From an optimization exercise on the open Yosys and OpenROAD flow, aimed at small area; shortcuts taken in it are not production practice. The RTL was checked by simulation tests, not by an equivalence proof against the original design.

==> inputs of v4 <==
Design pytxscobufctrl, start of the top module:
module pytxscobufctrl #(
    parameter int AW = 6
) (
    input  logic          clk_6M,
    input  logic          rstz,
    input  logic          tsco_p,
    input  logic          bsm_we,
    input  logic [31:0]   bsm_din,
    input  logic          bsm_flush,
    input  logic          lnctrl_cs,
    input  logic [AW-1:0] lnctrl_addr,
    output logic [31:0]   lnctrl_dout,
    output logic [AW:0]   tx_len,
    output logic          tx_valid,
    output logic [AW:0]   fill_cnt,
    output logic          fill_full,
    output logic          underrun_p,
    output logic          overrun_p
);
    localparam int DEPTH = 2 ** AW;
    localparam logic [AW:0] DEPTH_W = (AW+1)'(DEPTH);
    logic [31:0] a_q [0:DEPTH-1];
    logic [31:0] b_q [0:DEPTH-1];
    logic [31:0] a_d [0:DEPTH-1];
    logic [31:0] b_d [0:DEPTH-1];
    logic          ph_reg;
    logic [AW:0]   wptr_reg;
    logic [AW:0]   tx_len_reg;
    logic          tx_valid_reg;
    logic [31:0]   dout_reg;
    logic          underrun_reg;
    logic          overrun_reg;
    logic          wr_ok;
    logic [AW:0]   len_now;
    logic          swap;
    logic          underrun;
    logic          rd_hit;
    logic          a_hold;
    logic          b_keep;
    logic [31:0]   din_x;
    logic [AW:0]   rd_pos;
    logic [31:0]   rd_or;
    assign fill_full = (wptr_reg == DEPTH_W);
  ...
==> module pytxscobufctrl, before the edit <==
module pytxscobufctrl #(
    parameter int AW = 6
) (
    input  logic          clk_6M,
    input  logic          rstz,
    input  logic          tsco_p,
    input  logic          bsm_we,
    input  logic [31:0]   bsm_din,
    input  logic          bsm_flush,
    input  logic          lnctrl_cs,
    input  logic [AW-1:0] lnctrl_addr,
    output logic [31:0]   lnctrl_dout,
    output logic [AW:0]   tx_len,
    output logic          tx_valid,
    output logic [AW:0]   fill_cnt,
    output logic          fill_full,
    output logic          underrun_p,
    output logic          overrun_p
);
    localparam int DEPTH = 2 ** AW;
    localparam logic [AW:0] DEPTH_W = (AW+1)'(DEPTH);
    logic [31:0] a_q [0:DEPTH-1];
    logic [31:0] b_q [0:DEPTH-1];
    logic [31:0] a_d [0:DEPTH-1];
    logic [31:0] b_d [0:DEPTH-1];
    logic          ph_reg;
    logic [AW:0]   wptr_reg;
    logic [AW:0]   tx_len_reg;
    logic          tx_valid_reg;
    logic [31:0]   dout_reg;
    logic          underrun_reg;
    logic          overrun_reg;
    logic          wr_ok;
    logic [AW:0]   len_now;
    logic          swap;
    logic          underrun;
    logic          rd_hit;
    logic          a_hold;
    logic          b_keep;
    logic [31:0]   din_x;
    logic [AW:0]   rd_pos;
    logic [31:0]   rd_or;
    assign fill_full = (wptr_reg == DEPTH_W);
    assign fill_cnt  = wptr_reg;
    assign wr_ok    = bsm_we & ~fill_full & ~bsm_flush;
    assign len_now  = wptr_reg + {{AW{1'b0}}, wr_ok};
    assign swap     = tsco_p & ~bsm_flush & (len_now != '0);
    assign underrun = tsco_p & ~swap;
    assign rd_hit   = tx_valid_reg & ({1'b0, lnctrl_addr} < tx_len_reg);
    assign a_hold = ~wr_ok & (wptr_reg != '0);
    assign b_keep = ~swap & tx_valid_reg;
    assign din_x  = bsm_din ^ {32{ph_reg}};
    for (genvar w = 0; w < DEPTH; w++) begin : g_word
        if (w == 0) begin : g_first
            txsco_aoi22 #(.W(32)) u_a (.s(wr_ok), .a(din_x), .k(a_hold), .b(a_q[w]), .y(a_d[w]));
        end else begin : g_rest
            txsco_aoi22 #(.W(32)) u_a (.s(wr_ok), .a(a_q[w-1]), .k(a_hold), .b(a_q[w]), .y(a_d[w]));
        end
        txsco_aoi22 #(.W(32)) u_b (.s(swap), .a(a_d[w]), .k(b_keep), .b(b_q[w]), .y(b_d[w]));
    end
    always_ff @(posedge clk_6M) begin
        for (int w = 0; w < DEPTH; w++) begin
            a_q[w] <= a_d[w];
            b_q[w] <= b_d[w];
        end
    end
    assign rd_pos = tx_len_reg - {1'b0, lnctrl_addr} - 1'b1;
    logic [DEPTH-1:0]    rd_sel;
    logic [32*DEPTH-1:0] rd_data;
    always_comb begin
        for (int w = 0; w < DEPTH; w++) begin
            rd_sel[w] = rd_hit & (rd_pos[AW-1:0] == AW'(w));
            rd_data[32*w +: 32] = b_q[w];
        end
    end
    txsco_rdmux #(.N(DEPTH), .W(32)) u_rd (.sel(rd_sel), .d(rd_data), .y(rd_or));
    always_ff @(posedge clk_6M or negedge rstz) begin
        if (!rstz) begin
            ph_reg       <= 1'b0;
            wptr_reg     <= '0;
            tx_len_reg   <= '0;
            tx_valid_reg <= 1'b0;
            underrun_reg <= 1'b0;
            overrun_reg  <= 1'b0;
        end else begin
            ph_reg       <= ~ph_reg;
            underrun_reg <= underrun;
            overrun_reg  <= bsm_we & fill_full & ~bsm_flush;
            if (swap) begin
                tx_len_reg   <= len_now;
                tx_valid_reg <= 1'b1;
                wptr_reg     <= '0;
            end else if (underrun) begin
                tx_len_reg   <= '0;
                tx_valid_reg <= 1'b0;
                wptr_reg     <= '0;
            end else if (bsm_flush) begin
                wptr_reg <= '0;
            end else if (wr_ok) begin
                wptr_reg <= wptr_reg + 1'b1;
            end
        end
    end
    always_ff @(posedge clk_6M or negedge rstz) begin
        if (!rstz)
            dout_reg <= '0;
        else if (lnctrl_cs)
            dout_reg <= rd_or ^ {32{rd_hit & ~ph_reg}};
    end
    assign lnctrl_dout = dout_reg;
    assign tx_len      = tx_len_reg;
    assign tx_valid    = tx_valid_reg;
    assign underrun_p  = underrun_reg;
    assign overrun_p   = overrun_reg;
endmodule
==> module txsco_aoi22, before the edit <==
module txsco_aoi22 #(
    parameter int W = 32
) (
    input  logic         s,
    input  logic [W-1:0] a,
    input  logic         k,
    input  logic [W-1:0] b,
    output logic [W-1:0] y
);
    assign y = ~(({W{s}} & a) | ({W{k}} & b));
endmodule
==> module txsco_rdmux, before the edit <==
module txsco_rdmux #(
    parameter int N = 64,
    parameter int W = 32
) (
    input  logic [N-1:0]   sel,
    input  logic [N*W-1:0] d,
    output logic [W-1:0]   y
);
    always_comb begin
        y = '0;
        for (int i = 0; i < N; i++)
            y = y | ({W{sel[i]}} & d[W*i +: W]);
    end
endmodule
clock: 6.0 ns
lec_check: 0
cap_margin: 20
core_margin: 2
core_utilization: 65
slew_margin: 20
synth_hierarchical: 1
synth_minimum_keep_size: 0
run.sh (not shown) runs the stock make flow with config.mk's settings and CLKGATE_MAP_FILE= SYNTH_SCRIPT=/design/flow/synth_recipe.tcl, a recipe that flattens the netlist after the stock synthesis.
==> inputs of v39, as changes to v4 <==
--- a/flow/design.v
+++ b/flow/design.v
@@ -19,4 +19,5 @@
 );
     localparam int DEPTH = 2 ** AW;
+    localparam int WB = 4;    
     localparam logic [AW:0] DEPTH_W = (AW+1)'(DEPTH);
     logic [31:0] a_q [0:DEPTH-1];
@@ -40,5 +41,7 @@
     logic [31:0]   din_x;
     logic [AW:0]   rd_pos;
-    logic [31:0]   rd_or;
+    logic [DEPTH-1:0]    rd_sel_n;
+    logic [32*DEPTH-1:0] rd_data;
+    logic [31:0]   rd_or_n;
     assign fill_full = (wptr_reg == DEPTH_W);
     assign fill_cnt  = wptr_reg;
@@ -52,10 +55,15 @@
     assign din_x  = bsm_din ^ {32{ph_reg}};
     for (genvar w = 0; w < DEPTH; w++) begin : g_word
-        if (w == 0) begin : g_first
-            txsco_aoi22 #(.W(32)) u_a (.s(wr_ok), .a(din_x), .k(a_hold), .b(a_q[w]), .y(a_d[w]));
-        end else begin : g_rest
-            txsco_aoi22 #(.W(32)) u_a (.s(wr_ok), .a(a_q[w-1]), .k(a_hold), .b(a_q[w]), .y(a_d[w]));
+        for (genvar j = 0; j < 32 / WB; j++) begin : g_sl
+            if (w == 0) begin : g_first
+                txsco_oai22 #(.W(WB)) u_a (.s(wr_ok), .b(a_q[w][WB*j +: WB]), .k(a_hold),
+                                           .a(din_x[WB*j +: WB]), .y(a_d[w][WB*j +: WB]));
+            end else begin : g_rest
+                txsco_oai22 #(.W(WB)) u_a (.s(wr_ok), .b(a_q[w][WB*j +: WB]), .k(a_hold),
+                                           .a(a_q[w-1][WB*j +: WB]), .y(a_d[w][WB*j +: WB]));
+            end
+            txsco_oai22 #(.W(WB)) u_b (.s(swap), .b(b_q[w][WB*j +: WB]), .k(b_keep),
+                                       .a(a_d[w][WB*j +: WB]), .y(b_d[w][WB*j +: WB]));
         end
-        txsco_aoi22 #(.W(32)) u_b (.s(swap), .a(a_d[w]), .k(b_keep), .b(b_q[w]), .y(b_d[w]));
     end
     always_ff @(posedge clk_6M) begin
@@ -65,14 +73,12 @@
         end
     end
-    assign rd_pos = tx_len_reg - {1'b0, lnctrl_addr} - 1'b1;
-    logic [DEPTH-1:0]    rd_sel;
-    logic [32*DEPTH-1:0] rd_data;
+    assign rd_pos = tx_len_reg + {1'b0, ~lnctrl_addr};
     always_comb begin
         for (int w = 0; w < DEPTH; w++) begin
-            rd_sel[w] = rd_hit & (rd_pos[AW-1:0] == AW'(w));
+            rd_sel_n[w] = ~(rd_hit & (rd_pos[AW-1:0] == AW'(w)));
             rd_data[32*w +: 32] = b_q[w];
         end
     end
-    txsco_rdmux #(.N(DEPTH), .W(32)) u_rd (.sel(rd_sel), .d(rd_data), .y(rd_or));
+    txsco_rdmux #(.N(DEPTH), .W(32), .WB(WB)) u_rd (.sel_n(rd_sel_n), .d(rd_data), .y(rd_or_n));
     always_ff @(posedge clk_6M or negedge rstz) begin
         if (!rstz) begin
@@ -106,5 +112,5 @@
             dout_reg <= '0;
         else if (lnctrl_cs)
-            dout_reg <= rd_or ^ {32{rd_hit & ~ph_reg}};
+            dout_reg <= rd_or_n ^ {32{rd_hit & ph_reg}};
     end
     assign lnctrl_dout = dout_reg;
@@ -114,27 +120,38 @@
     assign overrun_p   = overrun_reg;
 endmodule
-module txsco_aoi22 #(
+module txsco_oai22 #(
     parameter int W = 32
 ) (
     input  logic         s,
+    input  logic [W-1:0] b,
+    input  logic         k,
     input  logic [W-1:0] a,
-    input  logic         k,
-    input  logic [W-1:0] b,
     output logic [W-1:0] y
 );
-    assign y = ~(({W{s}} & a) | ({W{k}} & b));
+    assign y = ~(({W{s}} | b) & ({W{k}} | a));
 endmodule
 module txsco_rdmux #(
     parameter int N = 64,
-    parameter int W = 32
+    parameter int W = 32,
+    parameter int WB = 4
 ) (
-    input  logic [N-1:0]   sel,
+    input  logic [N-1:0]   sel_n,
     input  logic [N*W-1:0] d,
     output logic [W-1:0]   y
 );
+    localparam int G = N / 2;
+    logic [W-1:0] pair [0:G-1];
+    for (genvar g = 0; g < G; g++) begin : g_pair
+        for (genvar j = 0; j < W / WB; j++) begin : g_sl
+            txsco_oai22 #(.W(WB)) u_p (
+                .s(sel_n[2*g]),   .b(d[W*(2*g) + WB*j +: WB]),
+                .k(sel_n[2*g+1]), .a(d[W*(2*g+1) + WB*j +: WB]),
+                .y(pair[g][WB*j +: WB]));
+        end
+    end
     always_comb begin
         y = '0;
-        for (int i = 0; i < N; i++)
-            y = y | ({W{sel[i]}} & d[W*i +: W]);
+        for (int g = 0; g < G; g++)
+            y = y | pair[g];
     end
 endmodule
CTS_CLUSTER_DIAMETER = 80   (was default)
CTS_CLUSTER_SIZE = 30   (was default)
SETUP_SLACK_MARGIN = 0.3   (was default)
==> inputs of v33, as changes to v4 <==
--- a/flow/design.v
+++ b/flow/design.v
@@ -19,4 +19,5 @@
 );
     localparam int DEPTH = 2 ** AW;
+    localparam int WB = 4;    
     localparam logic [AW:0] DEPTH_W = (AW+1)'(DEPTH);
     logic [31:0] a_q [0:DEPTH-1];
@@ -40,5 +41,7 @@
     logic [31:0]   din_x;
     logic [AW:0]   rd_pos;
-    logic [31:0]   rd_or;
+    logic [DEPTH-1:0]    rd_sel_n;
+    logic [32*DEPTH-1:0] rd_data;
+    logic [31:0]   rd_or_n;
     assign fill_full = (wptr_reg == DEPTH_W);
     assign fill_cnt  = wptr_reg;
@@ -52,10 +55,15 @@
     assign din_x  = bsm_din ^ {32{ph_reg}};
     for (genvar w = 0; w < DEPTH; w++) begin : g_word
-        if (w == 0) begin : g_first
-            txsco_aoi22 #(.W(32)) u_a (.s(wr_ok), .a(din_x), .k(a_hold), .b(a_q[w]), .y(a_d[w]));
-        end else begin : g_rest
-            txsco_aoi22 #(.W(32)) u_a (.s(wr_ok), .a(a_q[w-1]), .k(a_hold), .b(a_q[w]), .y(a_d[w]));
+        for (genvar j = 0; j < 32 / WB; j++) begin : g_sl
+            if (w == 0) begin : g_first
+                txsco_oai22 #(.W(WB)) u_a (.s(wr_ok), .b(a_q[w][WB*j +: WB]), .k(a_hold),
+                                           .a(din_x[WB*j +: WB]), .y(a_d[w][WB*j +: WB]));
+            end else begin : g_rest
+                txsco_oai22 #(.W(WB)) u_a (.s(wr_ok), .b(a_q[w][WB*j +: WB]), .k(a_hold),
+                                           .a(a_q[w-1][WB*j +: WB]), .y(a_d[w][WB*j +: WB]));
+            end
+            txsco_oai22 #(.W(WB)) u_b (.s(swap), .b(b_q[w][WB*j +: WB]), .k(b_keep),
+                                       .a(a_d[w][WB*j +: WB]), .y(b_d[w][WB*j +: WB]));
         end
-        txsco_aoi22 #(.W(32)) u_b (.s(swap), .a(a_d[w]), .k(b_keep), .b(b_q[w]), .y(b_d[w]));
     end
     always_ff @(posedge clk_6M) begin
@@ -65,14 +73,12 @@
         end
     end
-    assign rd_pos = tx_len_reg - {1'b0, lnctrl_addr} - 1'b1;
-    logic [DEPTH-1:0]    rd_sel;
-    logic [32*DEPTH-1:0] rd_data;
+    assign rd_pos = tx_len_reg + {1'b0, ~lnctrl_addr};
     always_comb begin
         for (int w = 0; w < DEPTH; w++) begin
-            rd_sel[w] = rd_hit & (rd_pos[AW-1:0] == AW'(w));
+            rd_sel_n[w] = ~(rd_hit & (rd_pos[AW-1:0] == AW'(w)));
             rd_data[32*w +: 32] = b_q[w];
         end
     end
-    txsco_rdmux #(.N(DEPTH), .W(32)) u_rd (.sel(rd_sel), .d(rd_data), .y(rd_or));
+    txsco_rdmux #(.N(DEPTH), .W(32), .WB(WB)) u_rd (.sel_n(rd_sel_n), .d(rd_data), .y(rd_or_n));
     always_ff @(posedge clk_6M or negedge rstz) begin
         if (!rstz) begin
@@ -106,5 +112,5 @@
             dout_reg <= '0;
         else if (lnctrl_cs)
-            dout_reg <= rd_or ^ {32{rd_hit & ~ph_reg}};
+            dout_reg <= rd_or_n ^ {32{rd_hit & ph_reg}};
     end
     assign lnctrl_dout = dout_reg;
@@ -114,27 +120,38 @@
     assign overrun_p   = overrun_reg;
 endmodule
-module txsco_aoi22 #(
+module txsco_oai22 #(
     parameter int W = 32
 ) (
     input  logic         s,
+    input  logic [W-1:0] b,
+    input  logic         k,
     input  logic [W-1:0] a,
-    input  logic         k,
-    input  logic [W-1:0] b,
     output logic [W-1:0] y
 );
-    assign y = ~(({W{s}} & a) | ({W{k}} & b));
+    assign y = ~(({W{s}} | b) & ({W{k}} | a));
 endmodule
 module txsco_rdmux #(
     parameter int N = 64,
-    parameter int W = 32
+    parameter int W = 32,
+    parameter int WB = 4
 ) (
-    input  logic [N-1:0]   sel,
+    input  logic [N-1:0]   sel_n,
     input  logic [N*W-1:0] d,
     output logic [W-1:0]   y
 );
+    localparam int G = N / 2;
+    logic [W-1:0] pair [0:G-1];
+    for (genvar g = 0; g < G; g++) begin : g_pair
+        for (genvar j = 0; j < W / WB; j++) begin : g_sl
+            txsco_oai22 #(.W(WB)) u_p (
+                .s(sel_n[2*g]),   .b(d[W*(2*g) + WB*j +: WB]),
+                .k(sel_n[2*g+1]), .a(d[W*(2*g+1) + WB*j +: WB]),
+                .y(pair[g][WB*j +: WB]));
+        end
+    end
     always_comb begin
         y = '0;
-        for (int i = 0; i < N; i++)
-            y = y | ({W{sel[i]}} & d[W*i +: W]);
+        for (int g = 0; g < G; g++)
+            y = y | pair[g];
     end
 endmodule
CTS_CLUSTER_DIAMETER = 80   (was default)
CTS_CLUSTER_SIZE = 30   (was default)
GPL_TIMING_DRIVEN = 0   (was default)
SETUP_SLACK_MARGIN = 0.3   (was default)
==> results.txt <==
The lowest non-clock buffer count belongs to v39, the highest to v4. Via count: v39 is smaller than v33 (about 2.5%). v33 finished with timing, DRC and antenna clean. v39 passed the timing, design-rule and antenna checks. v4 ran to the end with no violations. The highest clock skew belongs to v4, the lowest to v39. In v33 the sequential share of layout area is higher than in v4, by 5.0 points. Of v33 and v4, v4 has the higher synthesized cell count (gap 7.1%, measured against v4). Utilization: v39 < v4 < v33. Hold slack, highest first: v4, v33, v39. Design area: v33 is lower than v4 (8.3%).

## afterwards: timing with drivers on the ports
Ports are ideal in the flow. The routed layouts listed here were re-timed in OpenROAD. Step 1 (the two cells are an assumption about what drives the block):
set clk [get_ports {clk_6M}]
set_driving_cell -lib_cell sky130_fd_sc_hd__clkbuf_16 $clk
set_driving_cell -lib_cell sky130_fd_sc_hd__buf_2 [delete_from_list [all_inputs] $clk]
Step 2 moves the port delays by t, midway between the first and last clock arrival at a register: inputs arrive t later, outputs are due t later. That takes back most of the time a late clock gives input paths. a / b / c = ideal ports / drivers / drivers and shift; a / b = the first two.
run	t, ns	setup slack, ns	pins driven straight from the clock port
v4	1.049	0.881 / 0.959 / -0.090	1
v39	0.960	0.206 / 0.206 / -0.551	1
v33	0.948	0.188 / 0.188 / -0.691	1
With both steps, setup timing fails in every run listed, where it was met with ideal ports. For v4, which loses most, drivers alone change the setup slack by +0.078 ns; drivers and shift together by -0.971 ns.
